Source: an optimization exercise on an open RTL-to-GDS flow (aim: small area and a short achievable clock period). Production flows keep margins and buffers that such runs may drop.
At most, simulation tests tie the RTL to the original design; equivalence was not proved.
No functional check of the RTL was part of runs 1 to 5.
Power and IR drop assume default switching activity.

===== design.v =====
module mem_resp #(
  parameter int ADR_WIDTH   = 10,
  parameter int DAT_WIDTH   = 8,
  parameter int MEM_DEPTH   = 256,
  parameter int WAIT_STATES = 2
) (
  input  logic                 clk_i,
  input  logic                 rst_ni,
  input  logic                 req_i,
  input  logic                 we_i,
  input  logic [ADR_WIDTH-1:0] adr_i,
  input  logic [DAT_WIDTH-1:0] dat_i,
  output logic                 busy_o,
  output logic                 ack_o,
  output logic                 err_o,
  output logic [DAT_WIDTH-1:0] dat_o
);
  localparam int IDX_W = (MEM_DEPTH > 1) ? $clog2(MEM_DEPTH) : 1;
  localparam logic [63:0] DEPTH64 = MEM_DEPTH;
  function automatic logic out_of_range(input logic [ADR_WIDTH-1:0] a);
    out_of_range = ({{(64-ADR_WIDTH){1'b0}}, a} >= DEPTH64);
  endfunction
  if (ADR_WIDTH == 10 && DAT_WIDTH == 8 && MEM_DEPTH == 256 && WAIT_STATES == 2) begin : g_ring
    localparam int N  = 256;
    localparam int W  = 8;
    logic idle, s1, s2, s3;
    logic ld_w, ld_r;           
    logic         we_q, oor_q;
    always_ff @(posedge clk_i or negedge rst_ni) begin
      if (!rst_ni) begin
        idle   <= 1'b1;
        busy_o <= 1'b0;
        ack_o  <= 1'b0;
        err_o  <= 1'b0;
        s1     <= 1'b0;
        s2     <= 1'b0;
        s3     <= 1'b0;
        ld_w   <= 1'b0;
        ld_r   <= 1'b0;
      end else begin
        idle   <= (idle && !req_i) || ack_o;
        s1     <= idle && req_i;
        s2     <= s1;
        s3     <= s2;
        ld_w   <= s2 && we_q && !oor_q;
        ld_r   <= s2 && !we_q;
        ack_o  <= s3;
        err_o  <= s3 && oor_q;
        busy_o <= (idle && req_i) || s1 || s2 || s3;
      end
    end
    logic [7:0]   c;            
    logic [W-1:0] dat_q;
    logic [7:0]   rn;
    always_ff @(posedge clk_i) begin
      c <= c + 8'd1;
      if (idle) begin
        we_q  <= we_i;
        oor_q <= out_of_range(adr_i);
        dat_q <= dat_i;
        rn    <= adr_i[7:0] + c;
      end else begin
        rn    <= rn + 8'd1;
      end
    end
    logic [W-1:0] wdat;
    logic [7:0]   wq;
    always_ff @(posedge clk_i) begin
      if (ld_w) begin
        wdat <= dat_q;
        wq   <= rn + 8'd1;
      end else begin
        wq   <= wq + 8'd1;
      end
    end
    logic [N*W-1:0] ring;
    for (genvar p = 0; p < N; p++) begin : g_pos
      localparam int PREV = (p + N - 1) % N;
      if (p % 4 == 0) begin : g_port
        always_ff @(posedge clk_i)
          ring[p*W +: W] <= (wq == 8'(p)) ? wdat : ring[PREV*W +: W];
      end else begin : g_shift
        always_ff @(posedge clk_i)
          ring[p*W +: W] <= ring[PREV*W +: W];
      end
    end
    logic [W-1:0] tap [N/2];
    for (genvar j = 0; j < N/2; j++) begin : g_tap
      assign tap[j] = ring[((2*j + N - 1) % N)*W +: W];
    end
    logic [W-1:0] grp [4];
    logic [1:0]   gq;
    logic         hq;
    logic [W-1:0] rdbuf;
    logic [W-1:0] rdx;
    logic         byp;
    always_ff @(posedge clk_i) begin
      for (int g = 0; g < 4; g++) grp[g] <= tap[{g[1:0], rn[5:1]}];
      gq    <= rn[7:6];
      hq    <= !rn[0];
      rdbuf <= rdx;
      byp   <= (rn == wq);
    end
    assign rdx = hq ? grp[gq] : rdbuf;
    always_ff @(posedge clk_i or negedge rst_ni) begin
      if (!rst_ni) dat_o <= '0;
      else if (ld_r) dat_o <= oor_q ? '0 : (byp ? wdat : rdx);
    end
  end else begin : g_plain
    localparam logic [3:0] WS_INIT = WAIT_STATES;
    typedef enum logic [1:0] {
      S_IDLE = 2'd0,
      S_WAIT = 2'd1,
      S_ACK  = 2'd2
    } state_t;
    state_t               state;
    logic [3:0]           cnt;
    logic                 we_q;
    logic                 oor_q;
    logic [IDX_W-1:0]     idx_q;
    logic [DAT_WIDTH-1:0] dat_q;
    logic                 access;
    logic [DAT_WIDTH-1:0] mem [MEM_DEPTH];
    assign access = (state == S_WAIT) && (cnt == 4'd0);
    always_ff @(posedge clk_i or negedge rst_ni) begin
      if (!rst_ni) begin
        state  <= S_IDLE;
        cnt    <= 4'd0;
        we_q   <= 1'b0;
        oor_q  <= 1'b0;
        idx_q  <= '0;
        dat_q  <= '0;
        busy_o <= 1'b0;
        ack_o  <= 1'b0;
        err_o  <= 1'b0;
        dat_o  <= '0;
      end else begin
        case (state)
          S_IDLE: begin
            if (req_i) begin
              we_q   <= we_i;
              oor_q  <= out_of_range(adr_i);
              idx_q  <= adr_i[IDX_W-1:0];
              dat_q  <= dat_i;
              cnt    <= WS_INIT;
              busy_o <= 1'b1;
              state  <= S_WAIT;
            end
          end
          S_WAIT: begin
            if (cnt != 4'd0) begin
              cnt <= cnt - 4'd1;
            end else begin
              if (!we_q) dat_o <= oor_q ? '0 : mem[idx_q];
              ack_o <= 1'b1;
              err_o <= oor_q;
              state <= S_ACK;
            end
          end
          default: begin
            ack_o  <= 1'b0;
            err_o  <= 1'b0;
            busy_o <= 1'b0;
            state  <= S_IDLE;
          end
        endcase
      end
    end
    always_ff @(posedge clk_i) begin
      if (access && we_q && !oor_q) mem[idx_q] <= dat_q;
    end
  end
endmodule

===== run.sh =====
#!/bin/bash
# synth_recipe.tcl (not shown) runs the flow's synth.tcl, then flattens the netlist and writes it again
# the make line also repeats each setting of config.mk as NAME=value (left out here)
make -C /OpenROAD-flow-scripts/flow DESIGN_CONFIG=/design/flow/config.mk WORK_HOME=/design/flow/orfs CLKGATE_MAP_FILE= SYNTH_SCRIPT=/design/flow/synth_recipe.tcl finish

===== config.mk =====
export PLATFORM = sky130hd
export DESIGN_NAME = mem_resp
export DESIGN_NICKNAME = mem_resp
export VERILOG_FILES = /design/flow/design.v
export SDC_FILE = /design/flow/constraint.sdc
export NUM_CORES = 4
export LEC_CHECK = 0
export CAP_MARGIN = 20
export CORE_MARGIN = 2
export CORE_UTILIZATION = 40
export SETUP_SLACK_MARGIN = 2.0
export SLEW_MARGIN = 20

===== constraint.sdc =====
create_clock -name core_clock -period 4.5 [get_ports {clk_i}]
set_input_delay 0.9000 -clock core_clock [delete_from_list [all_inputs] [get_ports {clk_i}]]
set_output_delay 0.9000 -clock core_clock [all_outputs]
set_load 0.01 [all_outputs]

==> impl_metrics.yaml, run 1 <==
grt:
  grt_use_total_pct: 23.7
  grt_max_degree: 66
  overflow: 0
  antenna_found_initial: 4
  grt_pass1_vias: 32800
  grt_pass1_wl_mm: 246
sta:
  setup_viol: 0
  worst_pin_slew_ns: 1.13
  relSlewSlack_pct: 24.6
  grt_setup_unrepaired: "yes"
  fmax_mhz: 386
  fin_skew_ns: 0.0234
  finalCriticalPeriod_ns: 2.59
  fin_tns_setup_ns: 0
  drv_slew: 0
  fin_crit_sh_pct: 57.6
  final-hold-violation-count: 0
pwr:
  swShare_pct: 19.5
  ir_drop_mv: 0.445
  p_total_mw: 36.0
  power_frac_comb_pct: 0.1
  p_seq_share_pct: 53.0
  power.leakage_nw: 27.6
  internal_power_mw: 28.9
  clkPwrFrac_pct: 46.9
  power_density_nw_per_um2: 528
  p_switching_mw: 7.02
cells_and_area:
  final_util_pct: 48.0
  largest_reg_flops: 2048
  final_cell_mix: "2111 x dfxtp_1, 521 x mux2_2, 466 x a22oi_1, 195 x clkbuf_16, 185 x nand2_1"
  fin_cells: 6277
  top_regs: "g_ring.ring x2048, g_ring.grp x32"
  fin_area_um2: 68100
  drive_above_1_share_pct: 25.9
  nets: 4259
  final_common_cell: "dfxtp_1"
  regMostFlops: "g_ring.ring"
  synthToLayoutAreaGrowth_pct: 18.9
cts:
  clock-sinks: 2151
  insertion_delay_ns: 0.82
  htree_levels: 4
  cts_tree: "built"
  cts_buffers: 190
  clk_pin_slew_ns: 0.06
  clockBufferDepth: 3
  cts_root_buf: "clkbuf_16"
  hold_buffers: 0
floorplan:
  dieWidth_um: 382
  rows: 138
  core_area_um2: 142000
  initial_core_util_pct: 40.4
  io_pins: 33
  die-height_um: 382
  die-area_um2: 146000
synthesis:
  synth-edff-count: 18
  synth-main-ff-cell: "dfxtp_1"
  async_flop_share_pct: 0.790
  ys_seq_area_share_pct: 75.7
  synth.largest_area_cell: "dfxtp_1"
  yosysUniqueCellTypes: 52
  synth_seq_cells: 2151
  syn_area_per_cell_um2: 14.2
  yosys.area.top_type_share_pct: 74.0
  synthCells: 4024
  yosysWarnings: 3
  netlist_top_cells_area: "dfxtp_1 74%, mux2_2 10%, a22oi_1 6.1%"
  synth_fp_nets: 4058
  mappedNetlistArea_um2: 57300
job:
  maxCapViolCount: 0
run_status:
  outcome: "complete, no violations"
placement:
  place_area_um2: 60100
  place_inst: 5827
  hpwl_mm: 106
  numPortBuffers: 32
  gp_congestion: 0.866
critical_path:
  worstReg2RegStart: "g_ring.wq[4]"
  crit_path_max_fanout: 8
  critPathRequiredTime_ns: 5.20
  cp.arrival_ns: 3.29
  worstSetupPathType: "reg -> reg"
  start_kind: "register"
  end_kind: "register"
  timing.critical_path.from: "g_ring.wq[4]"
  worst-r2r-setup-slack_ns: 1.91
worst_hold_path:
  min_from: "g_ring.ring[1669]"
  min_path_type: "reg -> reg"
detailed_routing:
  antenna_left: 0
  vias: 33200
  drt-pass1-iter-count: 6
  wl_per_cell_um: 28.2
  wirelength_mm: 177
  drt_iter0_markers: 3435
  viasPerCell: 5.29
  post-route-drc-count: 0
layout make-up:
cell class,instances,area [µm²]
Fill cell,12200,73700
Sequential cell,2151,43300
Multi-Input combinational cell,1661,13600
Clock buffer,272,5560
Tap cell,1890,2360
Timing Repair Buffer,201,2090
Clock inverter,78,986
Inverter,20,75.1
Antenna cell,4,10.0
worst max-delay path: stages (launching register included):
cell and delay [ns]:
dfxtp_1 0.61, nand2b_1 0.30, nor3_1 0.62, nand2_2 0.52
mux2_2 0.43
logic make-up after synthesis:
family / count (synthesis) / synth area share (%)
DFF: 2151 / 75.7
AOI/OAI and AO/OA: 570 / 7.19
muxes: 541 / 10.8
and+or+nand+nor: 507 / 4.13
buffers and inverters: 212 / 1.49
xor gates and xnor gates: 31 / 0.474
adders and majority gates: 12 / 0.275
synth_stat cells (all sizes together) (20+ instances only):
| cell | n |
|---|---|
| nor3 | 40 |
| nand2 | 226 |
| nor2 | 106 |
| xnor2 | 23 |
| inv | 20 |
| mux2 | 521 |
| dfxtp | 2116 |
| a21oi | 62 |
| nand4 | 45 |
| buf | 41 |
| clkbuf | 151 |
| a22oi | 466 |
| nor4 | 27 |
metrics by stage:
stage | hold WS [ns] | setup slack (ns)
CTS | 0.313 | 1.72
finish | 0.312 | 1.91
detailed placement | 0.312 | 1.17
global route | 0.322 | 1.91
floorplan | 0.310 | 2.16
global placement | 0.309 | 1.21
worst paths after layout:
path                                      to  cells after the start
setup / recovery            g_ring.ring[128]                      4
max in group asynchronous        g_ring.idle                      2
min in group asynchronous             busy_o                      2
hold / removal             g_ring.ring[1677]                      0
setup reg to reg            g_ring.ring[128]                      4
hold reg to reg            g_ring.ring[1677]                      0
layer usage:
| metal | vias to the layer above | routed length, µm | global-route usage (%) |
|---|---|---|---|
| li1 | 14500 | - | - |
| met1 | 16700 | 76300 | 32.1 |
| met2 | 1552 | 78900 | 36.8 |
| met3 | 429 | 13800 | 4.67 |
| met4 | 2 | 7720 | 10.2 |
| met5 | - | 12 | 0 |
power by group through the flow:
stage               Sequential (mW)  Combinational (mW)  Clock [mW]
detailed placement             19.5              0.0366           0
floorplan                      19.5             0.00923           0
global placement               19.5              0.0359           0
finish                         19.1              0.0357        16.9
CTS                            19.1              0.0367        17.0
global route                   19.0              0.0397        17.8
what timing repair did:
| action | CTS | global route |
|---|---|---|
| resized for setup | 89 | 21 |
| cloned | 0 | 0 |
| setup endpoints to repair | 531 | 265 |
| pin swaps | 32 | 10 |
| hold endpoints to repair | 0 | 0 |
| buffers inserted | 71 | 25 |
==> inputs of run 2 (changes only) <==
--- a/config.mk
+++ b/config.mk
@@ -5,8 +5,9 @@
 export SDC_FILE = /design/flow/constraint.sdc
 export NUM_CORES = 4
 export LEC_CHECK = 0
+export ABC_CLOCK_PERIOD_IN_PS = 2300
 export CAP_MARGIN = 20
 export CORE_MARGIN = 2
-export CORE_UTILIZATION = 40
-export SETUP_SLACK_MARGIN = 2.0
+export CORE_UTILIZATION = 55
+export SETUP_SLACK_MARGIN = 2.2
 export SLEW_MARGIN = 20
==> impl_metrics.yaml, run 2 <==
cts:
  cts_buffers: 196
  htree_levels: 4
  clockBufferDepth: 3
  clk_pin_slew_ns: 0.06
  cts_tree: "built"
  clock-sinks: 2151
  cts_root_buf: "clkbuf_16"
  insertion_delay_ns: 0.80
synthesis:
  async_flop_share_pct: 0.790
  yosysWarnings: 3
  yosysMostFrequentCell: "dfxtp_1"
  syn_area_per_cell_um2: 14.2
  synth_seq_cells: 2151
  netlist_top_cells_area: "dfxtp_1 74%, mux2_2 10%, a22oi_1 6.1%"
  synthAdderAreaFrac_pct: 0.275
  synth-main-ff-cell: "dfxtp_1"
  muxShareOfSynthArea_pct: 10.8
  synth_fp_nets: 4058
  ys_seq_area_share_pct: 75.7
  synthCells: 4024
  synth_top_family_by_area: "multiplexers"
  yosys-top-cells-count: "2116 x dfxtp_1, 521 x mux2_2, 466 x a22oi_1"
  synth.largest_area_cell: "dfxtp_1"
  yosysUniqueCellTypes: 52
  yosys.area.top_type_share_pct: 74.0
  mappedNetlistArea_um2: 57300
  synth-xor-area-share_pct: 0.474
  synth_simple_gate_area_share_pct: 4.13
  synth-compound-area-share_pct: 7.19
  synth-edff-count: 18
sta:
  setup_slack_ns: 2.12
  final-hold-violation-count: 0
  relSlewSlack_pct: 30.0
  fmax_mhz: 419
  worst_pin_slew_ns: 1.02
  fin_skew_ns: 0.0238
  setup_viol: 0
  finalCriticalPeriod_ns: 2.38
  drv_slew: 0
  grt_setup_unrepaired: "yes"
  fin_tns_setup_ns: 0
  fin_crit_sh_pct: 53.0
worst_hold_path:
  min_path_type: "reg -> reg"
  min_from: "g_ring.ring[1620]"
detailed_routing:
  vias: 33100
  antenna_left: 0
  drt_iter0_markers: 3518
  wl_met3_mm: 12.5
  top_layer: "met5"
  dr_wl_met2_mm: 79.2
  wl_per_cell_um: 30.1
  wirelength_mm: 174
  viasPerCell: 5.72
  drt-pass1-iter-count: 5
  post-route-drc-count: 0
  routedLengthMet1_mm: 75.3
pwr:
  power_density_nw_per_um2: 528
  power.leakage_nw: 27.6
  p_seq_share_pct: 53.4
  p_total_mw: 35.7
  power_frac_comb_pct: 0.1
  ir_drop_mv: 0.436
  internal_power_mw: 28.8
  p_switching_mw: 6.91
  clkPwrFrac_pct: 46.5
  swShare_pct: 19.3
floorplan:
  core_area_um2: 103000
  die-area_um2: 107000
  dieWidth_um: 327
  io_pins: 33
  rows: 118
  initial_core_util_pct: 55.4
  die-height_um: 327
grt:
  grt_pass1_wl_mm: 244
  overflow: 0
  grt_max_degree: 66
  antenna_found_initial: 8
  grt_use_total_pct: 32.4
  grt_pass1_vias: 32800
critical_path:
  start_kind: "register"
  worstSetupPathType: "reg -> reg"
  cpPeakStageDelay_ns: 0.68
  worstReg2RegStart: "g_ring.wq[2]"
  crit_chain: "and3_2 > nand2_1 > mux2_2"
  timing.critical_path.from: "g_ring.wq[2]"
  crit_path_max_fanout: 13
  slowest_stage: "dfxtp_1"
  worst-path-buf-inv: 0
  critical_path.top_delay_family: "simple AND/OR/NAND/NOR gates"
  critPathRequiredTime_ns: 5.16
  cp.arrival_ns: 3.04
  end_kind: "register"
cells_and_area:
  final_common_cell: "dfxtp_1"
  largest_reg_flops: 2048
  final_cell_mix: "2108 x dfxtp_1, 521 x mux2_2, 461 x a22oi_1, 203 x clkbuf_16, 186 x nand2_1"
  top_regs: "g_ring.ring x2048, g_ring.grp x32"
  drive_above_1_share_pct: 26.6
  synthToLayoutAreaGrowth_pct: 18.2
  final_util_pct: 65.5
  nets: 4279
  regMostFlops: "g_ring.ring"
placement:
  gp_congestion: 0.856
  place_ws_ns: 1.25
  numPortBuffers: 32
  hpwl_mm: 104
job:
  maxCapViolCount: 0
run_status:
  outcome: "complete, no violations"
run 2: cell counts after synthesis:
No cell type changed its count.
run 2: what timing repair did:
| item | in CTS | in global routing |
|---|---|---|
| endpoints found under the setup margin | 531 | 354 |
| pin swaps | 34 | 8 |
| gates resized for setup | 148 | 36 |
| cloned | 3 | 0 |
| endpoints found under the hold margin | 0 | 0 |
| hold buffers | 0 | 0 |
| buffers inserted | 91 | 20 |
run 2: logic make-up after synthesis:
kind of cell               Yosys count
muxes                              541
buffers and inverters              212
AOI/OAI and AO/OA                  570
and+or+nand+nor                    507
xor gates and xnor gates            31
adders and majority gates           12
DFF                               2151
run 2: worst paths after layout:
check                               endpoint  slack (ns)  cells after the start
setup reg to reg           g_ring.ring[1125]        2.12                      3
hold / removal             g_ring.ring[1628]        0.31                      0
hold reg to reg            g_ring.ring[1628]        0.31                      0
max in group asynchronous           dat_o[6]        3.12                      1
setup / recovery           g_ring.ring[1125]        2.12                      3
min in group asynchronous              err_o        0.68                      1
run 2: metrics by stage:
step           instances  hold slack, ns  cell area, µm²
6_report            5783           0.312           67700
5_1_grt             5782           0.318           67700
4_1_cts             5762           0.316           67300
3_5_place_dp        5313           0.312           59400
3_3_place_gp        5313           0.310           59400
2_1_floorplan       4024           0.310           57300
run 2: area by class of cell:
class,count,area [µm²]
sequential,2151,43400
fill,7654,35700
multi-input combinational,1662,13700
clock buffer,308,6030
timing repair buffer,214,2270
tap,1380,1730
clock inverter,47,504
inverter,20,75.1
antenna,1,2.50
run 2: routing by layer:
| layer | vias up | track usage [%] |
|---|---|---|
| met1 | 16600 | 44.4 |
| li1 | 14600 | - |
| met3 | 408 | 5.83 |
| met5 | - | 0 |
| met2 | 1443 | 50.8 |
| met4 | 4 | 13.9 |
run 2: power groups by stage:
stage,Sequential [mW],Combinational [mW],Clock [mW]
floorplan,19.5,0.00938,0
global placement,19.5,0.0349,0
detailed placement,19.5,0.0353,0
CTS,19.1,0.0354,16.8
global route,19.0,0.0382,17.6
finish,19.1,0.0348,16.6
==> inputs of run 3 (changes only) <==
--- a/design.v
+++ b/design.v
@@ -64,13 +64,15 @@
       end
     end
     logic [W-1:0] wdat;
-    logic [7:0]   wq;
+    logic [7:0]   wq, wq_nx;
+    logic [7:0]   plo, phi;
+    assign wq_nx = ld_w ? rn + 8'd1 : wq + 8'd1;
     always_ff @(posedge clk_i) begin
-      if (ld_w) begin
-        wdat <= dat_q;
-        wq   <= rn + 8'd1;
-      end else begin
-        wq   <= wq + 8'd1;
+      if (ld_w) wdat <= dat_q;
+      wq <= wq_nx;
+      for (int i = 0; i < 8; i++) begin
+        plo[i] <= (wq_nx[4:2] == 3'(i)) && (wq_nx[1:0] == 2'd0);
+        phi[i] <= (wq_nx[7:5] == 3'(i));
       end
     end
     logic [N*W-1:0] ring;
@@ -78,7 +80,7 @@
       localparam int PREV = (p + N - 1) % N;
       if (p % 4 == 0) begin : g_port
         always_ff @(posedge clk_i)
-          ring[p*W +: W] <= (wq == 8'(p)) ? wdat : ring[PREV*W +: W];
+          ring[p*W +: W] <= (plo[(p/4)%8] && phi[p/32]) ? wdat : ring[PREV*W +: W];
       end else begin : g_shift
         always_ff @(posedge clk_i)
           ring[p*W +: W] <= ring[PREV*W +: W];
==> impl_metrics.yaml, run 3 <==
run_status:
  outcome: "complete, no violations"
grt:
  grt_use_total_pct: 32.1
  antenna_found_initial: 10
  grt_pass1_vias: 32600
  overflow: 0
  grt_pass1_wl_mm: 243
  grt_max_degree: 66
pwr:
  power.leakage_nw: 27.7
  internal_power_mw: 35.2
  power_density_nw_per_um2: 690
  clkPwrFrac_pct: 37.6
  ir_drop_mv: 0.514
  swShare_pct: 24.7
  power_frac_comb_pct: 8.7
  p_seq_share_pct: 53.7
  p_switching_mw: 11.5
synthesis:
  syn_area_per_cell_um2: 14.2
  yosysMostFrequentCell: "dfxtp_1"
  netlist_top_cells_area: "dfxtp_1 74%, mux2_2 10%, a22oi_1 5.7%"
  mappedNetlistArea_um2: 57900
  synth_fp_nets: 4097
  yosys-top-cells-count: "2132 x dfxtp_1, 523 x mux2_2, 440 x a22oi_1"
  yosysWarnings: 3
  synth-edff-count: 18
  yosys.area.top_type_share_pct: 73.7
  synth.largest_area_cell: "dfxtp_1"
  synthCells: 4064
  ys_seq_area_share_pct: 75.4
  async_flop_share_pct: 0.784
  synth-main-ff-cell: "dfxtp_1"
  synth_seq_cells: 2167
  yosysUniqueCellTypes: 64
sta:
  setup_viol: 0
  worst_pin_slew_ns: 0.984
  final-hold-violation-count: 0
  fin_tns_setup_ns: 0
  relSlewSlack_pct: 34.2
  fin_crit_sh_pct: 50.7
  fin_skew_ns: 0.0254
  grt_setup_unrepaired: "yes"
  finalCriticalPeriod_ns: 2.28
  fmax_mhz: 439
  drv_slew: 0
cts:
  clock-sinks: 2167
  cts_buffers: 197
  clockBufferDepth: 3
  cts_root_buf: "clkbuf_16"
  clk_pin_slew_ns: 0.06
  insertion_delay_ns: 0.80
  cts_tree: "built"
  htree_levels: 4
detailed_routing:
  post-route-drc-count: 0
  drt-pass1-iter-count: 6
  wl_per_cell_um: 30.0
  antenna_left: 0
  vias: 33400
  drt_iter0_markers: 3776
  viasPerCell: 5.74
  wirelength_mm: 175
critical_path:
  end_kind: "register"
  start_kind: "register"
  cp.arrival_ns: 3.00
  critPathRequiredTime_ns: 5.22
  worstSetupPathType: "reg -> reg"
  crit_path_max_fanout: 21
cells_and_area:
  final_cell_mix: "2127 x dfxtp_1, 523 x mux2_2, 440 x a22oi_1, 213 x nand2_1, 205 x clkbuf_16"
  top_regs: "g_ring.ring x2048, g_ring.grp x32"
  nets: 4284
  final_util_pct: 64.5
  drive_above_1_share_pct: 24.8
  synthToLayoutAreaGrowth_pct: 16.8
  fin_cells: 5815
  final_common_cell: "dfxtp_1"
  regMostFlops: "g_ring.ring"
  largest_reg_flops: 2048
  fin_area_um2: 67600
  fillCellCount: 7747
placement:
  hpwl_mm: 106
  place_inst: 5355
  gp_congestion: 0.861
  numPortBuffers: 32
  place_area_um2: 59800
floorplan:
  io_pins: 33
  core_area_um2: 105000
  initial_core_util_pct: 55.2
  die-height_um: 328
  rows: 119
  dieWidth_um: 328
  die-area_um2: 108000
job:
  maxCapViolCount: 0
worst_hold_path:
  min_path_type: "reg -> reg"
[run 3: logic make-up after synthesis]
logic type,after synthesis,share of synthesized area (%)
buf+inv,228,1.82
xor+xnor,31,0.469
mux,546,10.8
compound gates,568,7.14
fa+ha+maj,11,0.251
flops,2167,75.4
simple gates,513,4.18
[run 3: cell type report]
type	instances	area [µm²]	area share, %
antenna	3	7.51	0.0111
clock buffer	294	6040	8.94
clock inverter	75	943	1.39
inverter	28	105	0.155
multi-input combinational	1669	13500	19.9
sequential	2167	43700	64.6
tap	1391	1740	2.57
timing repair buffer	188	1680	2.48
[run 3: timing repair]
| item | 4_1_cts | 5_1_grt |
|---|---|---|
| buffers inserted | 75 | 13 |
| hold buffers | 0 | 0 |
| endpoints found under the hold margin | 0 | 0 |
| pin swaps | 27 | 3 |
| gates resized for setup | 65 | 11 |
| setup endpoints to repair | 53 | 38 |
[run 3: worst paths after layout]
path                                   start                 to  slack [ns]  cells past startpoint
setup / recovery                g_ring.rn[4]   g_ring.grp[3][0]        2.22                      7
hold / removal             g_ring.ring[1797]  g_ring.ring[1805]        0.31                      0
setup reg to reg                g_ring.rn[4]   g_ring.grp[3][0]        2.22                      7
hold reg to reg            g_ring.ring[1797]  g_ring.ring[1805]        0.31                      0
max in group asynchronous             rst_ni           dat_o[2]        3.48                      1
min in group asynchronous             rst_ni           dat_o[0]        0.56                      1
[run 3: metrics by stage]
| step | hold WS [ns] | worst slack [ns] | total power [mW] |
|---|---|---|---|
| final | 0.313 | 2.22 | 46.7 |
| after global routing | 0.320 | 2.19 | 48.0 |
| after CTS | 0.311 | 2.20 | 46.6 |
| after detailed placement | 0.312 | 1.21 | 28.9 |
| after global placement | 0.310 | 1.26 | 28.8 |
| after floorplan | 0.310 | 2.21 | 26.6 |
[run 3: per-layer routing]
layer	vias to the layer above	track usage [%]	share of wire, %	routed length [µm]
li1	14600	-	-	-
met1	16700	45.0	43	75100
met2	1607	49.0	44	76900
met3	373	6.52	8.9	15500
met4	6	12.6	4.0	7010
met5	-	0	0.022	38
[run 3: power groups by stage]
stage,clock [mW],sequential (mW),combinational (mW)
2_1_floorplan,0,24.5,2.09
4_1_cts,17.7,25.1,3.79
3_3_place_gp,0,25.4,3.45
3_5_place_dp,0,25.5,3.46
5_1_grt,18.5,25.4,4.12
6_report,17.5,25.1,4.06
[run 3: critical path, cell delays in order, from the launching register on]
cell,delay [ns]
dfxtp_4,0.42
buf_4,0.27
or3_1,0.39
a211oi_1,0.70
a221oi_1,0.11
nand3_1,0.13
nor3_1,0.06
a21oi_1,0.11
==> inputs of run 4 (changes only) <==
--- a/config.mk
+++ b/config.mk
@@ -9,5 +9,8 @@
 export CAP_MARGIN = 20
 export CORE_MARGIN = 2
 export CORE_UTILIZATION = 55
+export CTS_BUF_LIST = sky130_fd_sc_hd__clkbuf_8 sky130_fd_sc_hd__clkbuf_16
+export CTS_CLUSTER_DIAMETER = 120
+export CTS_CLUSTER_SIZE = 30
 export SETUP_SLACK_MARGIN = 2.2
 export SLEW_MARGIN = 20
==> impl_metrics.yaml, run 4 <==
sta:
  drv_slew: 0
  fin_tns_setup_ns: 0
  fmax_mhz: 427
  fin_crit_sh_pct: 52.1
  final-hold-violation-count: 0
  grt_setup_unrepaired: "yes"
  fin_skew_ns: 0.0404
  worst_pin_slew_ns: 0.966
  relSlewSlack_pct: 35.6
  setup_viol: 0
  finalCriticalPeriod_ns: 2.34
cells_and_area:
  nets: 4169
  drive_above_1_share_pct: 20.4
  synthToLayoutAreaGrowth_pct: 8.79
  top_regs: "g_ring.ring x2048, g_ring.grp x32"
  final_common_cell: "dfxtp_1"
  fillCellCount: 8202
  final_util_pct: 60.1
  regMostFlops: "g_ring.ring"
  final_cell_mix: "2127 x dfxtp_1, 523 x mux2_2, 439 x a22oi_1, 213 x nand2_1, 124 x buf_4"
  largest_reg_flops: 2048
critical_path:
  timing.critical_path.from: "g_ring.rn[4]"
  critPathRequiredTime_ns: 5.14
  end_kind: "register"
  ff2ff_path_depth: 7
  crit_chain: "buf_4 > or3_1 > a211oi_1 > a221oi_1 > nand3_1 > nor3_1 > a21oi_1"
  cp.arrival_ns: 2.98
  worst-path-buf-inv: 1
  worstSetupPathType: "reg -> reg"
  worst-r2r-setup-slack_ns: 2.16
  r2r-end: "g_ring.grp[3][0]"
  slowest_stage: "a211oi_1"
  critical_path.top_delay_family: "compound AO/OA/AOI/OAI gates"
  crit_path_max_fanout: 21
  cpPeakStageDelay_ns: 0.73
  worstReg2RegStart: "g_ring.rn[4]"
  start_kind: "register"
placement:
  numPortBuffers: 32
  gp_congestion: 0.861
  hpwl_mm: 106
floorplan:
  initial_core_util_pct: 55.2
  dieWidth_um: 328
  die-area_um2: 108000
  io_pins: 33
  core_area_um2: 105000
  rows: 119
  die-height_um: 328
cts:
  cts_root_buf: "clkbuf_16"
  cts_tree: "built"
  cts_buffers: 82
  clk_pin_slew_ns: 0.11
  clock-sinks: 2167
  htree_levels: 3
  clockBufferDepth: 3
  hold_buffers: 0
  insertion_delay_ns: 0.71
worst_hold_path:
  min_path_type: "reg -> reg"
  holdPathEnd: "g_ring.ring[1180]"
  min_from: "g_ring.ring[1172]"
  worstHoldPathCells: 0
job:
  maxCapViolCount: 0
synthesis:
  mappedNetlistArea_um2: 57900
  ys_seq_area_share_pct: 75.4
  yosys-top-cells-count: "2132 x dfxtp_1, 523 x mux2_2, 440 x a22oi_1"
  synth.largest_area_cell: "dfxtp_1"
  synth_fp_nets: 4097
  async_flop_share_pct: 0.784
  yosys.area.top_type_share_pct: 73.7
  yosysUniqueCellTypes: 64
  syn_area_per_cell_um2: 14.2
  netlist_top_cells_area: "dfxtp_1 74%, mux2_2 10%, a22oi_1 5.7%"
  synth-edff-count: 18
  synthCells: 4064
  synth_seq_cells: 2167
  yosysMostFrequentCell: "dfxtp_1"
  yosysWarnings: 3
  synth-main-ff-cell: "dfxtp_1"
pwr:
  power.leakage_nw: 25.4
  power_density_nw_per_um2: 607
  p_switching_mw: 9.90
  power_frac_comb_pct: 10.8
  ir_drop_mv: 0.441
  internal_power_mw: 28.3
  p_seq_share_pct: 65.4
  clkPwrFrac_pct: 23.8
  swShare_pct: 25.9
detailed_routing:
  drt-pass1-iter-count: 6
  post-route-drc-count: 0
  antenna_left: 0
  wirelength_mm: 171
  wl_per_cell_um: 30.9
  vias: 32100
  viasPerCell: 5.79
  drt_iter0_markers: 3769
grt:
  grt_max_degree: 66
  grt_pass1_wl_mm: 238
  grt_pass1_vias: 31300
  antenna_found_initial: 8
  grt_use_total_pct: 31.5
  overflow: 0
run_status:
  outcome: "complete, no violations"
[run 4: logic make-up (layout without fill, tap and decap cells)]
kind of cell             after synthesis  in the layout  share of synthesized area (%)
flip-flops                          2167           2167                           75.4
multiplexers                         546            546                           10.8
AND/OR/NAND/NOR                      513            513                           4.18
buffers and inverters                228            310                           1.82
adder cells (fa/ha/maj)               11             11                          0.251
other                                  0              3                              0
AO/OA/AOI/OAI                        568            568                           7.14
XOR/XNOR                              31             31                          0.469
[run 4: metrics by stage]
step | hold WS (ns) | std cells | power, mW | cell area, µm² | setup WS [ns]
after global routing | 0.304 | 5537 | 39.4 | 63000 | 2.18
after global placement | 0.310 | 5355 | 28.8 | 59800 | 1.26
after CTS | 0.307 | 5524 | 38.1 | 62800 | 2.20
final | 0.310 | 5540 | 38.2 | 63000 | 2.16
after floorplan | 0.310 | 4064 | 26.6 | 57900 | 2.21
after detailed placement | 0.312 | 5355 | 28.9 | 59800 | 1.21
[run 4: worst max path at each step]
| stage | end | slack, ns | depth (start not counted) |
|---|---|---|---|
| floorplan | g_ring.rn[6] | 2.21 | 9 |
| global placement | g_ring.grp[0][5] | 1.26 | 8 |
| detailed placement | g_ring.grp[3][1] | 1.21 | 8 |
| CTS | dat_o[2] | 2.20 | 1 |
| global route | g_ring.grp[2][0] | 2.18 | 10 |
| finish | g_ring.grp[3][0] | 2.16 | 7 |
[run 4: routing by layer]
| layer | wire (µm) | up-vias | part of all wire [%] | track usage [%] |
|---|---|---|---|---|
| met3 | 14100 | 368 | 8.3 | 5.28 |
| met4 | 7310 | 0 | 4.3 | 11.4 |
| li1 | - | 14200 | - | - |
| met5 | 0 | - | 0 | 0 |
| met2 | 74700 | 1441 | 44 | 48.2 |
| met1 | 75000 | 16000 | 44 | 45.0 |
[run 4: layout make-up]
class / count / area, µm² / area share, %
clock inverter: 7 / 57.6 / 0.0914
antenna: 3 / 7.51 / 0.0119
multi-input combinational: 1669 / 13500 / 21.4
tap: 1391 / 1740 / 2.76
clock buffer: 87 / 2180 / 3.46
timing repair buffer: 188 / 1760 / 2.79
inverter: 28 / 105 / 0.167
sequential: 2167 / 43700 / 69.3
[run 4: power groups by stage]
stage / combinational, mW / clock [mW] / sequential (mW)
6_report: 4.11 / 9.10 / 25.0
2_1_floorplan: 2.09 / 0 / 24.5
4_1_cts: 3.87 / 9.23 / 25.0
5_1_grt: 4.18 / 9.88 / 25.4
3_5_place_dp: 3.46 / 0 / 25.5
3_3_place_gp: 3.45 / 0 / 25.4
[run 4: timing repair]
item / 4_1_cts / 5_1_grt
gates resized for setup: 47 / 21
endpoints found under the setup margin: 53 / 38
buffers inserted: 75 / 13
pin swaps: 25 / 3
[run 4: worst reg2reg max path, cell delays in order, from the launching register on]
cell	delay (ns)
dfxtp_4	0.44
buf_4	0.28
or3_1	0.41
a211oi_1	0.73
a221oi_1	0.11
nand3_1	0.13
nor3_1	0.06
a21oi_1	0.11
==> inputs of run 5 (changes only) <==
--- a/design.v
+++ b/design.v
@@ -65,22 +65,22 @@
     end
     logic [W-1:0] wdat;
     logic [7:0]   wq, wq_nx;
-    logic [7:0]   plo, phi;
+    logic [15:0]  plo, phi;
     assign wq_nx = ld_w ? rn + 8'd1 : wq + 8'd1;
     always_ff @(posedge clk_i) begin
       if (ld_w) wdat <= dat_q;
       wq <= wq_nx;
-      for (int i = 0; i < 8; i++) begin
-        plo[i] <= (wq_nx[4:2] == 3'(i)) && (wq_nx[1:0] == 2'd0);
-        phi[i] <= (wq_nx[7:5] == 3'(i));
+      for (int i = 0; i < 16; i++) begin
+        plo[i] <= (wq_nx[3:0] == 4'(i));
+        phi[i] <= (wq_nx[7:4] == 4'(i));
       end
     end
     logic [N*W-1:0] ring;
     for (genvar p = 0; p < N; p++) begin : g_pos
       localparam int PREV = (p + N - 1) % N;
-      if (p % 4 == 0) begin : g_port
+      if ((p % 5 == 0 && p <= 250) || p == 253) begin : g_port
         always_ff @(posedge clk_i)
-          ring[p*W +: W] <= (plo[(p/4)%8] && phi[p/32]) ? wdat : ring[PREV*W +: W];
+          ring[p*W +: W] <= (plo[p%16] && phi[p/16]) ? wdat : ring[PREV*W +: W];
       end else begin : g_shift
         always_ff @(posedge clk_i)
           ring[p*W +: W] <= ring[PREV*W +: W];
==> impl_metrics.yaml, run 5 <==
cts:
  cts_tree: "built"
  cts_root_buf: "clkbuf_16"
  clockBufferDepth: 3
  htree_levels: 3
  insertion_delay_ns: 0.73
  clk_pin_slew_ns: 0.12
  cts_buffers: 82
  clock-sinks: 2183
  hold_buffers: 0
sta:
  grt_setup_unrepaired: "yes"
  setup_viol: 0
  fmax_mhz: 416
  worst_pin_slew_ns: 1.06
  fin_skew_ns: 0.0256
  fin_crit_sh_pct: 53.4
  relSlewSlack_pct: 29.4
  drv_slew: 0
  finalCriticalPeriod_ns: 2.40
  final-hold-violation-count: 0
  fin_tns_setup_ns: 0
cells_and_area:
  regMostFlops: "g_ring.ring"
  nets: 4087
  top_regs: "g_ring.ring x2048, g_ring.grp x32"
  final_common_cell: "dfxtp_1"
  drive_above_1_share_pct: 20.3
  final_cell_mix: "2141 x dfxtp_1, 426 x mux2_2, 416 x a22oi_1, 191 x nand2_1, 123 x buf_4"
  largest_reg_flops: 2048
  synthToLayoutAreaGrowth_pct: 10.8
  fin_cells: 5440
synthesis:
  yosys-top-cells-count: "2148 x dfxtp_1, 437 x a22oi_1, 427 x mux2_2"
  synth-edff-count: 18
  async_flop_share_pct: 0.779
  synthCells: 3907
  yosys.area.top_type_share_pct: 75.7
  synth_fp_nets: 3940
  syn_area_per_cell_um2: 14.5
  ys_seq_area_share_pct: 77.4
  yosysWarnings: 3
  synth_seq_cells: 2183
  yosysMostFrequentCell: "dfxtp_1"
  mappedNetlistArea_um2: 56800
  synth-main-ff-cell: "dfxtp_1"
  synth.largest_area_cell: "dfxtp_1"
  netlist_top_cells_area: "dfxtp_1 76%, mux2_2 8.5%, a22oi_1 5.8%"
  yosysUniqueCellTypes: 59
placement:
  hpwl_mm: 106
  gp_congestion: 0.933
  numPortBuffers: 32
  place_inst: 5209
grt:
  antenna_found_initial: 17
  grt_pass1_vias: 31200
  grt_max_degree: 54
  overflow: 0
  grt_pass1_wl_mm: 238
  grt_use_total_pct: 31.8
pwr:
  ir_drop_mv: 0.334
  p_total_mw: 28.4
  power.leakage_nw: 25.1
  power_density_nw_per_um2: 452
critical_path:
  worstReg2RegStart: "g_ring.rn[1]"
  end_kind: "register"
  timing.critical_path.from: "g_ring.rn[1]"
  ff2ff_path_depth: 7
  slowest_stage: "nor2_1"
  cpPeakStageDelay_ns: 0.63
  cp.arrival_ns: 3.06
  crit_path_max_fanout: 8
  start_kind: "register"
  worstSetupPathType: "reg -> reg"
  endpoint: "g_ring.grp[2][4]"
  worst-r2r-setup-slack_ns: 2.10
  critPathRequiredTime_ns: 5.16
  crit_chain: "buf_12 > or2_4 > nor2_1 > a31oi_1 > o31ai_1 > or4_1 > o32a_1"
  critical_path.top_delay_family: "simple AND/OR/NAND/NOR gates"
  worst-path-stages: 7
  r2r-end: "g_ring.grp[2][4]"
  worst-path-buf-inv: 1
detailed_routing:
  wirelength_mm: 172
  vias: 32000
  post-route-drc-count: 0
  antenna_left: 0
  wl_per_cell_um: 31.6
  drt_iter0_markers: 3662
  viasPerCell: 5.89
  drt-pass1-iter-count: 6
run_status:
  outcome: "complete, no violations"
floorplan:
  dieWidth_um: 325
  io_pins: 33
  initial_core_util_pct: 55.6
  rows: 117
  core_area_um2: 102000
  die-height_um: 325
  die-area_um2: 106000
job:
  maxCapViolCount: 0
worst_hold_path:
  min_path_type: "reg -> reg"
run 5: changes by cell type after synthesis, sizes merged, moves of 9 or more:
cell    delta
mux2      -96
clkbuf    -37
nand2     -21
nor2      -18
dfxtp     +16
a21oi     -12
inv       -11
nor4      +10
o32a       +9
run 5: cell families after synthesis:
kind of cell               Yosys count  synth area share (%)
adders and majority gates           11                 0.256
and+or+nand+nor                    481                  3.96
xor gates and xnor gates            32                 0.494
buffers and inverters              185                  1.43
muxes                              450                  9.05
DFF                               2183                  77.4
AOI/OAI and AO/OA                  565                  7.36
run 5: per-stage QoR:
step	setup WS [ns]	util, %	area, µm²	hold slack, ns
finish	2.10	61.7	62900	0.321
global route	2.12	61.6	62900	0.332
CTS	2.12	60.9	62200	0.328
detailed placement	1.25	57.7	58900	0.312
global placement	1.27	57.7	58900	0.310
floorplan	2.20	-	56800	0.310
run 5: power breakdown:
part / total, mW / switching [mW] / internal (mW)
clock: 9.07 / 5.57 / 3.50
sequential: 19.3 / 0 / 19.3
combinational: 0.0409 / 0.0180 / 0.0228
total: 28.4 / 5.59 / 22.9
run 5: worst min-delay path by stage:
| stage | slack [ns] | cells past startpoint | to | from |
|---|---|---|---|---|
| 4_1_cts | 0.33 | 0 | g_ring.ring[746] | g_ring.ring[738] |
| 5_1_grt | 0.33 | 0 | g_ring.ring[746] | g_ring.ring[738] |
| 3_3_place_gp | 0.31 | 0 | g_ring.ring[1182] | g_ring.ring[1174] |
| 3_5_place_dp | 0.31 | 0 | g_ring.ring[1118] | g_ring.ring[1110] |
| 2_1_floorplan | 0.31 | 0 | g_ring.ring[1016] | g_ring.ring[1008] |
| 6_report | 0.32 | 0 | g_ring.ring[746] | g_ring.ring[738] |
run 5: area by class of cell:
| cell class | count | area [µm²] |
|---|---|---|
| inverters | 21 | 91.3 |
| diodes | 7 | 17.5 |
| repair buffers | 225 | 2360 |
| well taps | 1368 | 1710 |
| clock inverters | 8 | 40.0 |
| multi-input cells | 1541 | 12500 |
| fillers | 7804 | 39100 |
| clock buffers | 87 | 2180 |
| flip-flops and latches | 2183 | 44000 |
run 5: repair_timing:
item | CTS | global route
setup buffers | 81 | 43
pin swaps | 25 | 33
gates resized for setup | 88 | 88
gates cloned | 1 | 3
setup endpoints to repair | 63 | 55
run 5: per-layer routing:
layer / vias to the layer above / part of all wire (%) / GRT usage, %
met2: 1700 / 44 / 48.9
met3: 360 / 9.3 / 5.78
met1: 16100 / 42 / 45.3
li1: 13900 / - / -
met4: 8 / 4.2 / 11.1
met5: - / 0.026 / 0
==> inputs of run 6 (changes only) <==
--- a/design.v
+++ b/design.v
@@ -51,16 +51,19 @@
     end
     logic [7:0]   c;            
     logic [W-1:0] dat_q;
-    logic [7:0]   rn;
+    logic [7:0]   rn, rn_nx;
+    logic [3:0]   sa;           
+    logic [7:0]   sb;           
+    assign rn_nx = idle ? adr_i[7:0] + c : rn + 8'd1;
     always_ff @(posedge clk_i) begin
-      c <= c + 8'd1;
+      c  <= c + 8'd1;
+      rn <= rn_nx;
+      for (int i = 0; i < 4; i++) sa[i] <= (rn_nx[2:1] == 2'(i));
+      for (int i = 0; i < 8; i++) sb[i] <= (rn_nx[5:3] == 3'(i));
       if (idle) begin
         we_q  <= we_i;
         oor_q <= out_of_range(adr_i);
         dat_q <= dat_i;
-        rn    <= adr_i[7:0] + c;
-      end else begin
-        rn    <= rn + 8'd1;
       end
     end
     logic [W-1:0] wdat;
@@ -90,6 +93,15 @@
     for (genvar j = 0; j < N/2; j++) begin : g_tap
       assign tap[j] = ring[((2*j + N - 1) % N)*W +: W];
     end
+    logic [W-1:0] tsel [4];
+    always_comb begin
+      for (int g = 0; g < 4; g++) begin
+        tsel[g] = '0;
+        for (int j = 0; j < 8; j++)
+          for (int i = 0; i < 4; i++)
+            tsel[g] = tsel[g] | ({W{sa[i] && sb[j]}} & tap[g*32 + j*4 + i]);
+      end
+    end
     logic [W-1:0] grp [4];
     logic [1:0]   gq;
     logic         hq;
@@ -97,7 +109,7 @@
     logic [W-1:0] rdx;
     logic         byp;
     always_ff @(posedge clk_i) begin
-      for (int g = 0; g < 4; g++) grp[g] <= tap[{g[1:0], rn[5:1]}];
+      for (int g = 0; g < 4; g++) grp[g] <= tsel[g];
       gq    <= rn[7:6];
       hq    <= !rn[0];
       rdbuf <= rdx;
==> impl_metrics.yaml, run 6 <==
run_status:
  outcome: "complete, no violations"
cells_and_area:
  fin_area_um2: 62000
  regMostFlops: "g_ring.ring"
  antenna_cells: 0
  fin_cells: 5329
  top_regs: "g_ring.ring x2048, g_ring.grp x32"
  synthToLayoutAreaGrowth_pct: 7.77
  fillCellCount: 8044
  nets: 3971
  final_util_pct: 59.8
  largest_reg_flops: 2048
  drive_above_1_share_pct: 16.2
  final_common_cell: "dfxtp_1"
  final_cell_mix: "2147 x dfxtp_1, 427 x mux2_2, 271 x a22oi_1, 107 x nand3_1, 101 x nand2_1"
synthesis:
  synth-main-ff-cell: "dfxtp_1"
  yosys.area.top_type_share_pct: 75.2
  netlist_top_cells_area: "dfxtp_1 75%, mux2_2 8.4%, a22oi_1 3.5%"
  synth.largest_area_cell: "dfxtp_1"
  ys_seq_area_share_pct: 76.9
  synth_fp_nets: 3982
  yosysMostFrequentCell: "dfxtp_1"
  yosysWarnings: 4
  syn_area_per_cell_um2: 14.6
  mappedNetlistArea_um2: 57500
  yosys-top-cells-count: "2160 x dfxtp_1, 427 x mux2_2, 271 x a22oi_1"
  yosysUniqueCellTypes: 63
  synthCells: 3949
  async_flop_share_pct: 0.774
  synth-edff-count: 18
  synth_seq_cells: 2195
grt:
  grt_pass1_wl_mm: 222
  grt_use_total_pct: 28.5
  overflow: 0
  antenna_found_initial: 5
  grt_max_degree: 63
  grt_pass1_vias: 31700
placement:
  gp_congestion: 0.846
  place_inst: 5210
  place_ws_ns: 1.54
  hpwl_mm: 92.9
  numPortBuffers: 32
  place_area_um2: 59300
critical_path:
  crit_chain: "buf_12 > a22o_1 > a221oi_1 > o22ai_1 > or4_1"
  cp.arrival_ns: 2.85
  cpPeakStageDelay_ns: 0.56
  critical_path.top_delay_family: "compound AO/OA/AOI/OAI gates"
  worstSetupPathType: "reg -> reg"
  end_kind: "register"
  crit_path_max_fanout: 56
  start_kind: "register"
  slowest_stage: "or4_1"
  critPathRequiredTime_ns: 5.07
  worst-path-buf-inv: 1
pwr:
  ir_drop_mv: 0.376
  p_total_mw: 37.6
  power_density_nw_per_um2: 607
  power.leakage_nw: 23.9
sta:
  whs_ns: 0.311
  finalCriticalPeriod_ns: 2.28
  drv_slew: 0
  fin_tns_setup_ns: 0
  setup_viol: 0
  grt_setup_unrepaired: "yes"
  relSlewSlack_pct: 30.8
  fin_crit_sh_pct: 50.6
  setup_slack_ns: 2.22
  fmax_mhz: 439
  worst_pin_slew_ns: 1.04
  final-hold-violation-count: 0
  fin_skew_ns: 0.0355
floorplan:
  die-area_um2: 107000
  initial_core_util_pct: 55.5
  dieWidth_um: 327
  core_area_um2: 104000
  rows: 118
  die-height_um: 327
  io_pins: 33
cts:
  clk_pin_slew_ns: 0.11
  insertion_delay_ns: 0.71
  cts_root_buf: "clkbuf_16"
  cts_tree: "built"
  clockBufferDepth: 3
  htree_levels: 3
  clock-sinks: 2195
  cts_buffers: 83
  hold_buffers: 0
worst_hold_path:
  min_path_type: "reg -> reg"
job:
  maxCapViolCount: 0
detailed_routing:
  antenna_left: 0
  drt-pass1-iter-count: 6
  drt_iter0_markers: 3200
  wl_per_cell_um: 29.2
  vias: 31500
  wirelength_mm: 156
  post-route-drc-count: 0
  viasPerCell: 5.90
==> run 6: kinds of logic (layout without fill, tap and decap cells) <==
kind of cell             after synthesis  in the layout  share of synthesized area [%]
flip-flops                          2195           2195                           76.9
AO/OA/AOI/OAI                        683            683                           9.06
multiplexers                         440            440                           8.76
AND/OR/NAND/NOR                      372            372                           3.07
buffers and inverters                216            216                           1.49
XOR/XNOR                              32             32                          0.487
adder cells (fa/ha/maj)               11             11                          0.252
==> run 6: repair_timing <==
item | in CTS | in global routing
cloned | 1 | 1
pin swaps | 1 | 1
setup buffers | 11 | 10
endpoints found under the setup margin | 55 | 26
gates resized for setup | 38 | 16
==> run 6: worst paths after layout <==
check | to | depth (start not counted) | startpoint | slack [ns]
worst min register to register | g_ring.ring[975] | 0 | g_ring.ring[967] | 0.31
max in group asynchronous | g_ring.ld_w | 1 | rst_ni | 3.26
worst min-delay path | g_ring.ring[975] | 0 | g_ring.ring[967] | 0.31
worst max register to register | g_ring.grp[0][0] | 5 | g_ring.sb[7] | 2.22
worst max-delay path | g_ring.grp[0][0] | 5 | g_ring.sb[7] | 2.22
min in group asynchronous | g_ring.ld_r | 1 | rst_ni | 0.67
==> run 6: report_power, final <==
part           switching (mW)  internal (mW)
Sequential               1.77           22.1
Combinational            3.26           1.39
Clock                    5.63           3.46
==> run 6: routing by layer <==
layer | vias to the layer above | GRT usage (%) | share of wire (%)
li1 | 13900 | - | -
met1 | 16100 | 40.7 | 44
met2 | 1245 | 45.0 | 46
met3 | 215 | 4.18 | 7.1
met4 | 2 | 8.27 | 2.9
met5 | - | 0 | 0.0051
==> run 6: worst reg2reg max path, stage by stage (launching register included) <==
cell and delay [ns]:
dfxtp_4 0.49, buf_12 0.29, a22o_1 0.39, a221oi_1 0.31, o22ai_1 0.12, or4_1 0.56
==> run 6: final cells by class <==
type / instances / area, µm² / area share, %
well taps: 1380 / 1730 / 2.79
clock buffers: 85 / 2130 / 3.43
repair buffers: 102 / 1130 / 1.83
inverters: 18 / 90.1 / 0.145
multi-input cells: 1538 / 12500 / 20.2
flip-flops and latches: 2195 / 44300 / 71.4
clock inverters: 11 / 108 / 0.174
==> inputs of run 7 (changes only) <==
==> flow/run.sh (new file) <==
#!/bin/bash
# Own layout flow: the standard synthesis unchanged, then the standard
# ORFS layout with two resizer settings changed:
#  - ports are buffered with a plain buf_4 (instead of the delay cell
#    buffer_ports picks by default), so inputs and outputs are not slowed down;
#  - repair_timing may resize a cell to any footprint (MATCH_CELL_FOOTPRINT=0).
# Each step's full output goes to its own log file in this folder; ORFS's own
# per-stage logs are under orfs/logs/.
set -euo pipefail
bash standard.sh synth > synth.log 2>&1
bash standard.sh MATCH_CELL_FOOTPRINT=0 "BUFFER_PORTS_ARGS=-buffer_cell sky130_fd_sc_hd__buf_4" finish > layout.log 2>&1
==> standard.sh (new file) <==
#!/bin/bash
# synth_recipe.tcl (not shown) runs the flow's synth.tcl, then flattens the netlist and writes it again
# the make line also repeats each setting of config.mk as NAME=value (left out here)
make -C /OpenROAD-flow-scripts/flow DESIGN_CONFIG=/design/flow/config.mk WORK_HOME=/design/flow/orfs CLKGATE_MAP_FILE= SYNTH_SCRIPT=/design/flow/synth_recipe.tcl "${@:-finish}"
removed: run.sh
==> impl_metrics.yaml, run 7 <==
cells_and_area:
  fin_area_um2: 61800
  final_common_cell: "dfxtp_1"
  final_util_pct: 59.7
  final_cell_mix: "2147 x dfxtp_1, 427 x mux2_2, 271 x a22oi_1, 107 x nand3_1, 101 x nand2_1"
  synthToLayoutAreaGrowth_pct: 7.53
  regMostFlops: "g_ring.ring"
  nets: 3966
  fin_cells: 5327
  drive_above_1_share_pct: 16.7
  largest_reg_flops: 2048
  fillCellCount: 8089
  top_regs: "g_ring.ring x2048, g_ring.grp x32"
detailed_routing:
  viasPerCell: 5.89
  drt-pass1-iter-count: 6
  wirelength_mm: 156
  drt_iter0_markers: 3675
  antenna_left: 0
  post-route-drc-count: 0
  vias: 31400
  wl_per_cell_um: 29.3
floorplan:
  rows: 118
  die-area_um2: 107000
  core_area_um2: 104000
  io_pins: 33
  die-height_um: 327
  dieWidth_um: 327
  initial_core_util_pct: 55.5
grt:
  grt_max_degree: 64
  grt_busiest_layer: "met2"
  met3_usage_pct: 4.80
  grt_use_met1_pct: 40.2
  overflow: 0
  grt_pass1_vias: 31900
  grt_pass1_wl_mm: 221
  grt_use_met2_pct: 44.9
  antenna_found_initial: 8
  grt_use_total_pct: 28.4
critical_path:
  cp.arrival_ns: 2.85
  cpPeakStageDelay_ns: 0.52
  end_kind: "register"
  critPathRequiredTime_ns: 5.08
  crit_chain: "buf_16 > a22o_1 > a22oi_1 > nand4_1 > a211o_1 > or4_1"
  ff2ff_path_depth: 6
  r2r-end: "g_ring.grp[3][7]"
  slowest_stage: "dfxtp_4"
  crit_path_max_fanout: 32
  start_kind: "register"
  worst-r2r-setup-slack_ns: 2.23
  worstSetupPathType: "reg -> reg"
  worstReg2RegStart: "g_ring.sa[3]"
synthesis:
  syn_area_per_cell_um2: 14.6
  synth-xor-area-share_pct: 0.487
  synth-main-ff-cell: "dfxtp_1"
  yosysWarnings: 4
  synth-edff-count: 18
  mappedNetlistArea_um2: 57500
  synth_fp_nets: 3982
  synth.largest_area_cell: "dfxtp_1"
  synth_top_family_by_area: "compound AO/OA/AOI/OAI gates"
  synth_simple_gate_area_share_pct: 3.07
  yosys.area.top_type_share_pct: 75.2
  synth_seq_cells: 2195
  ys_seq_area_share_pct: 76.9
  async_flop_share_pct: 0.774
  synthCells: 3949
  synth-compound-area-share_pct: 9.06
  yosysUniqueCellTypes: 63
  yosys-top-cells-count: "2160 x dfxtp_1, 427 x mux2_2, 271 x a22oi_1"
  netlist_top_cells_area: "dfxtp_1 75%, mux2_2 8.4%, a22oi_1 3.5%"
  yosysMostFrequentCell: "dfxtp_1"
  muxShareOfSynthArea_pct: 8.76
  synthAdderAreaFrac_pct: 0.252
sta:
  fmax_mhz: 441
  final-hold-violation-count: 0
  fin_tns_setup_ns: 0
  setup_slack_ns: 2.23
  setup_viol: 0
  worst_pin_slew_ns: 1.03
  fin_skew_ns: 0.0259
  drv_slew: 0
  grt_setup_unrepaired: "yes"
  relSlewSlack_pct: 31.1
  finalCriticalPeriod_ns: 2.27
  fin_crit_sh_pct: 50.4
  whs_ns: 0.0288
cts:
  htree_levels: 3
  cts_root_buf: "clkbuf_16"
  clockBufferDepth: 3
  cts_tree: "built"
  cts_buffers: 83
  clock-sinks: 2195
  insertion_delay_ns: 0.71
  clk_pin_slew_ns: 0.11
placement:
  numPortBuffers: 32
  gp_congestion: 0.871
  place_ws_ns: 1.91
  place_area_um2: 59200
  hpwl_mm: 93.8
  place_inst: 5211
run_status:
  outcome: "complete, no violations"
pwr:
  power_density_nw_per_um2: 606
  ir_drop_mv: 0.391
  power.leakage_nw: 23.9
  p_total_mw: 37.5
worst_hold_path:
  min_path_type: "in -> async"
job:
  maxCapViolCount: 0
[run 7: cell types whose count changed in the layout (fill, tap and decap cells not counted), sizes merged]
cell	delta
clkbuf	-1
bufbuf	-1
diode	+2
clkdlybuf4s50	-21
clkdlybuf4s15	-10
inv	+1
buf	+28
[run 7: how the worst max path moves through the flow]
stage / start / end / slack, ns / cells after the start
3_3_place_gp: adr_i[1] / g_ring.sb[0] / 1.96 / 8
4_1_cts: g_ring.sa[3] / g_ring.grp[3][7] / 2.16 / 6
2_1_floorplan: adr_i[0] / g_ring.sb[2] / 2.21 / 7
5_1_grt: g_ring.sa[2] / g_ring.grp[3][5] / 2.19 / 5
3_5_place_dp: g_ring.sa[3] / g_ring.grp[3][7] / 1.91 / 6
6_report: g_ring.sa[3] / g_ring.grp[3][7] / 2.23 / 6
[run 7: cells by family after synthesis]
| family | count (synthesis) |
|---|---|
| AOI/OAI and AO/OA | 683 |
| buffers and inverters | 216 |
| and+or+nand+nor | 372 |
| muxes | 440 |
| xor gates and xnor gates | 32 |
| adders and majority gates | 11 |
| DFF | 2195 |
[run 7: power breakdown]
part           internal (mW)  switching (mW)
clock                   3.46            5.63
sequential              22.1            1.79
combinational           1.35            3.17
[run 7: layout make-up]
| class | count | area (µm²) | area share [%] |
|---|---|---|---|
| Timing Repair Buffer | 97 | 1010 | 1.63 |
| Clock buffer | 85 | 2130 | 3.44 |
| Inverter | 18 | 86.3 | 0.140 |
| Antenna cell | 2 | 5.00 | 0.00809 |
| Sequential cell | 2195 | 44300 | 71.6 |
| Tap cell | 1380 | 1730 | 2.79 |
| Multi-Input combinational cell | 1538 | 12500 | 20.2 |
| Clock inverter | 12 | 111 | 0.180 |
[run 7: timing repair]
item,4_1_cts,5_1_grt
resized for setup,14,17
setup endpoints to repair,22,24
hold endpoints to repair,0,0
gates cloned,0,1
pin swaps,0,1
hold buffers,0,0
buffers inserted,3,13
[run 7: critical path: cells and delay by family (launching register included)]
kind | cells | cell delay, ns
AOI/OAI and AO/OA | 3 | 0.72
buffers and inverters | 1 | 0.27
DFF | 1 | 0.52
and+or+nand+nor | 2 | 0.53
[run 7: per-layer routing]
metal / vias up / part of all wire, %
met5: - / 0.0071
met4: 2 / 3.7
met3: 291 / 7.2
met2: 1283 / 45
met1: 15900 / 44
li1: 13900 / -
==> inputs of run 8 (changes only) <==
--- a/design.v
+++ b/design.v
@@ -52,14 +52,12 @@
     logic [7:0]   c;            
     logic [W-1:0] dat_q;
     logic [7:0]   rn, rn_nx;
-    logic [3:0]   sa;           
-    logic [7:0]   sb;           
+    logic [31:0]  sa;           
     assign rn_nx = idle ? adr_i[7:0] + c : rn + 8'd1;
     always_ff @(posedge clk_i) begin
       c  <= c + 8'd1;
       rn <= rn_nx;
-      for (int i = 0; i < 4; i++) sa[i] <= (rn_nx[2:1] == 2'(i));
-      for (int i = 0; i < 8; i++) sb[i] <= (rn_nx[5:3] == 3'(i));
+      for (int i = 0; i < 32; i++) sa[i] <= (rn_nx[5:1] == 5'(i));
       if (idle) begin
         we_q  <= we_i;
         oor_q <= out_of_range(adr_i);
@@ -97,9 +95,8 @@
     always_comb begin
       for (int g = 0; g < 4; g++) begin
         tsel[g] = '0;
-        for (int j = 0; j < 8; j++)
-          for (int i = 0; i < 4; i++)
-            tsel[g] = tsel[g] | ({W{sa[i] && sb[j]}} & tap[g*32 + j*4 + i]);
+        for (int i = 0; i < 32; i++)
+          tsel[g] = tsel[g] | ({W{sa[i]}} & tap[g*32 + i]);
       end
     end
     logic [W-1:0] grp [4];
==> impl_metrics.yaml, run 8 <==
run_status:
  outcome: "complete, no violations"
detailed_routing:
  drt-pass1-iter-count: 6
  drt_iter0_markers: 3769
  viasPerCell: 5.80
  antenna_left: 0
  post-route-drc-count: 0
  wirelength_mm: 161
  wl_per_cell_um: 28.8
  vias: 32500
critical_path:
  worstReg2RegStart: "g_ring.sa[13]"
  cp.arrival_ns: 1.36
  worstSetupPathType: "reg -> out"
  ff2ff_path_depth: 4
  end_kind: "primary output"
  crit_chain: "buf_4"
  critical_path.top_delay_family: "flip-flops"
  worst-r2r-setup-slack_ns: 2.28
  critPathRequiredTime_ns: 3.60
  cpPeakStageDelay_ns: 0.48
  crit_path_max_fanout: 2
  worst-path-buf-inv: 1
  start_kind: "register"
  r2r-end: "g_ring.grp[0][0]"
  slowest_stage: "dfrtp_1"
cells_and_area:
  final_cell_mix: "2146 x dfxtp_1, 512 x a22oi_1, 484 x nand2_1, 437 x o21ai_0, 132 x nand4_1"
  nets: 4255
  final_common_cell: "dfxtp_1"
  regMostFlops: "g_ring.ring"
  largest_reg_flops: 2048
  top_regs: "g_ring.ring x2048, g_ring.grp x32, g_ring.sa x32"
  drive_above_1_share_pct: 5.77
  synthToLayoutAreaGrowth_pct: 6.76
job:
  maxCapViolCount: 0
sta:
  fin_tns_setup_ns: 0
  fin_crit_sh_pct: 50.3
  setup_viol: 0
  worst_pin_slew_ns: 1.07
  drv_slew: 0
  grt_setup_unrepaired: "no"
  whs_ns: 0.0550
  relSlewSlack_pct: 28.6
  final-hold-violation-count: 0
  fmax_mhz: 442
  finalCriticalPeriod_ns: 2.26
  fin_skew_ns: 0.0215
cts:
  clock-sinks: 2215
  cts_buffers: 83
  htree_levels: 3
  insertion_delay_ns: 0.70
  clockBufferDepth: 3
  clk_pin_slew_ns: 0.12
  cts_root_buf: "clkbuf_16"
  cts_tree: "built"
grt:
  antenna_found_initial: 6
  grt_use_total_pct: 30.8
  overflow: 0
  grt_pass1_vias: 30700
  grt_pass1_wl_mm: 225
  grt_max_degree: 54
placement:
  gp_congestion: 0.828
  hpwl_mm: 92.2
  numPortBuffers: 32
floorplan:
  core_area_um2: 101000
  rows: 117
  dieWidth_um: 323
  initial_core_util_pct: 55.3
  die-height_um: 323
  io_pins: 33
  die-area_um2: 105000
worst_hold_path:
  min_path_type: "in -> async"
synthesis:
  mappedNetlistArea_um2: 56100
  synth.largest_area_cell: "dfxtp_1"
  synthCells: 4266
  yosys-top-cells-count: "2180 x dfxtp_1, 512 x a22oi_1, 485 x nand2_1"
  yosysWarnings: 4
  syn_area_per_cell_um2: 13.2
  netlist_top_cells_area: "dfxtp_1 78%, a22oi_1 6.9%, o21ai_0 3.9%"
  yosysUniqueCellTypes: 51
  synth_seq_cells: 2215
  ys_seq_area_share_pct: 79.5
  yosysMostFrequentCell: "dfxtp_1"
  async_flop_share_pct: 0.767
  synth_fp_nets: 4299
  synth-main-ff-cell: "dfxtp_1"
  synth-edff-count: 18
  yosys.area.top_type_share_pct: 77.8
pwr:
  power_density_nw_per_um2: 480
  power.leakage_nw: 22.2
  ir_drop_mv: 0.270
[run 8: changes by cell type in the layout (fill, tap and decap cells not counted), sizes merged, moves of 77 or more]
cell    before  now
mux2       427   12
o21ai       31  440
nand2      101  485
a22oi      271  512
nand4       15  132
a22o        98    0
nand3      108   13
a222oi      77    0
[run 8: routing by layer]
layer / wire length, µm / track usage [%] / share of wire (%) / up-vias
met3: 12700 / 4.18 / 7.9 / 235
met5: 13 / 0 / 0.0081 / -
met1: 74200 / 46.3 / 46 / 16400
met2: 69600 / 46.6 / 43 / 1267
li1: - / - / - / 14600
met4: 4730 / 8.88 / 2.9 / 2
[run 8: cell families after synthesis]
group	Yosys count	synth area share [%]
simple gates	757	6.14
buf+inv	223	1.53
compound gates	1002	11.4
mux	27	0.687
flops	2215	79.5
xor+xnor	31	0.484
fa+ha+maj	11	0.259
[run 8: stage by stage]
step                cells  power (mW)  util (%)  setup slack [ns]  cell area (µm²)
floorplan            4266        20.1         -              1.99            56200
global route         5599        29.5      59.0              2.21            59900
finish               5602        28.7      59.0              2.24            59900
CTS                  5599        28.8      59.0              2.21            59900
global placement     5505        20.1      56.9              1.63            57700
detailed placement   5505        20.1      56.9              1.59            57700
[run 8: area by class of cell]
type                       count  area, µm²
clock buffer                  85       2130
fill                        8239      41600
antenna                        3       7.51
clock inverter                 9       47.5
inverter                      24       90.1
sequential                  2215      44700
tap                         1368       1710
multi-input combinational   1828      10700
timing repair buffer          70        526
[run 8: timing repair]
action                                  4_1_cts  5_1_grt
hold buffers                                  0        0
endpoints found under the setup margin        0       39
buffers inserted                              0        0
resized for setup                             0        8
[run 8: worst max-delay path by stage]
stage / slack (ns) / endpoint / cells past startpoint / startpoint
2_1_floorplan: 1.99 / g_ring.sa[28] / 7 / adr_i[0]
3_3_place_gp: 1.63 / g_ring.sa[13] / 7 / adr_i[3]
3_5_place_dp: 1.59 / g_ring.sa[15] / 7 / adr_i[3]
4_1_cts: 2.21 / dat_o[0] / 1 / dat_o[0]
5_1_grt: 2.21 / g_ring.phi[8] / 7 / g_ring.rn[1]
6_report: 2.24 / dat_o[6] / 1 / dat_o[6]
[run 8: power by group]
part	internal, mW	switching (mW)
Sequential	19.6	0
Clock	3.44	5.63
Combinational	0.0185	0.0169
Total	23.1	5.65

==> separate check: timing with driven ports <==
How much do the figures lean on ideal ports? The routed layouts below were timed once more, with nothing changed but the port constraints. Step 1 assumes that a clkbuf_16 drives the clock port and a buf_2 every other input. Step 2 times the ports against the registers' clock, not the clock port: input delays grow and output delays shrink by t, the midpoint of the rising clock arrivals with the driver on. Slacks: ideal / step 1 / step 2; pairs: ideal / step 1.
run | t, ns | setup WS [ns] | hold WS [ns] | pins driven straight from the clock port
run 1 | 0.874 | 1.909 / 1.909 / 1.461 | 0.312 / 0.312 / 0.312 | 1
run 2 | 0.857 | 2.116 / 2.090 / 1.523 | 0.312 / 0.312 / 0.312 | 1
run 3 | 0.866 | 2.220 / 2.210 / 1.482 | 0.313 / 0.313 / 0.313 | 1
run 4 | 0.770 | 2.156 / 2.156 / 1.590 | 0.310 / 0.310 / 0.310 | 1
run 5 | 0.789 | 2.098 / 2.098 / 1.525 | 0.321 / 0.321 / 0.321 | 1
run 6 | 0.767 | 2.222 / 2.186 / 1.576 | 0.311 / 0.311 / 0.311 | 1
run 7 | 0.778 | 2.233 / 2.233 / 1.884 | 0.029 / -0.020 / 0.304 | 1
run 8 | 0.763 | 2.235 / 2.161 / 1.685 | 0.055 / 0.006 / 0.325 | 1
After both steps setup and hold are still met in every run listed. For run 3, which loses most, drivers alone change the setup slack by -0.010 ns; drivers and shift together by -0.738 ns.
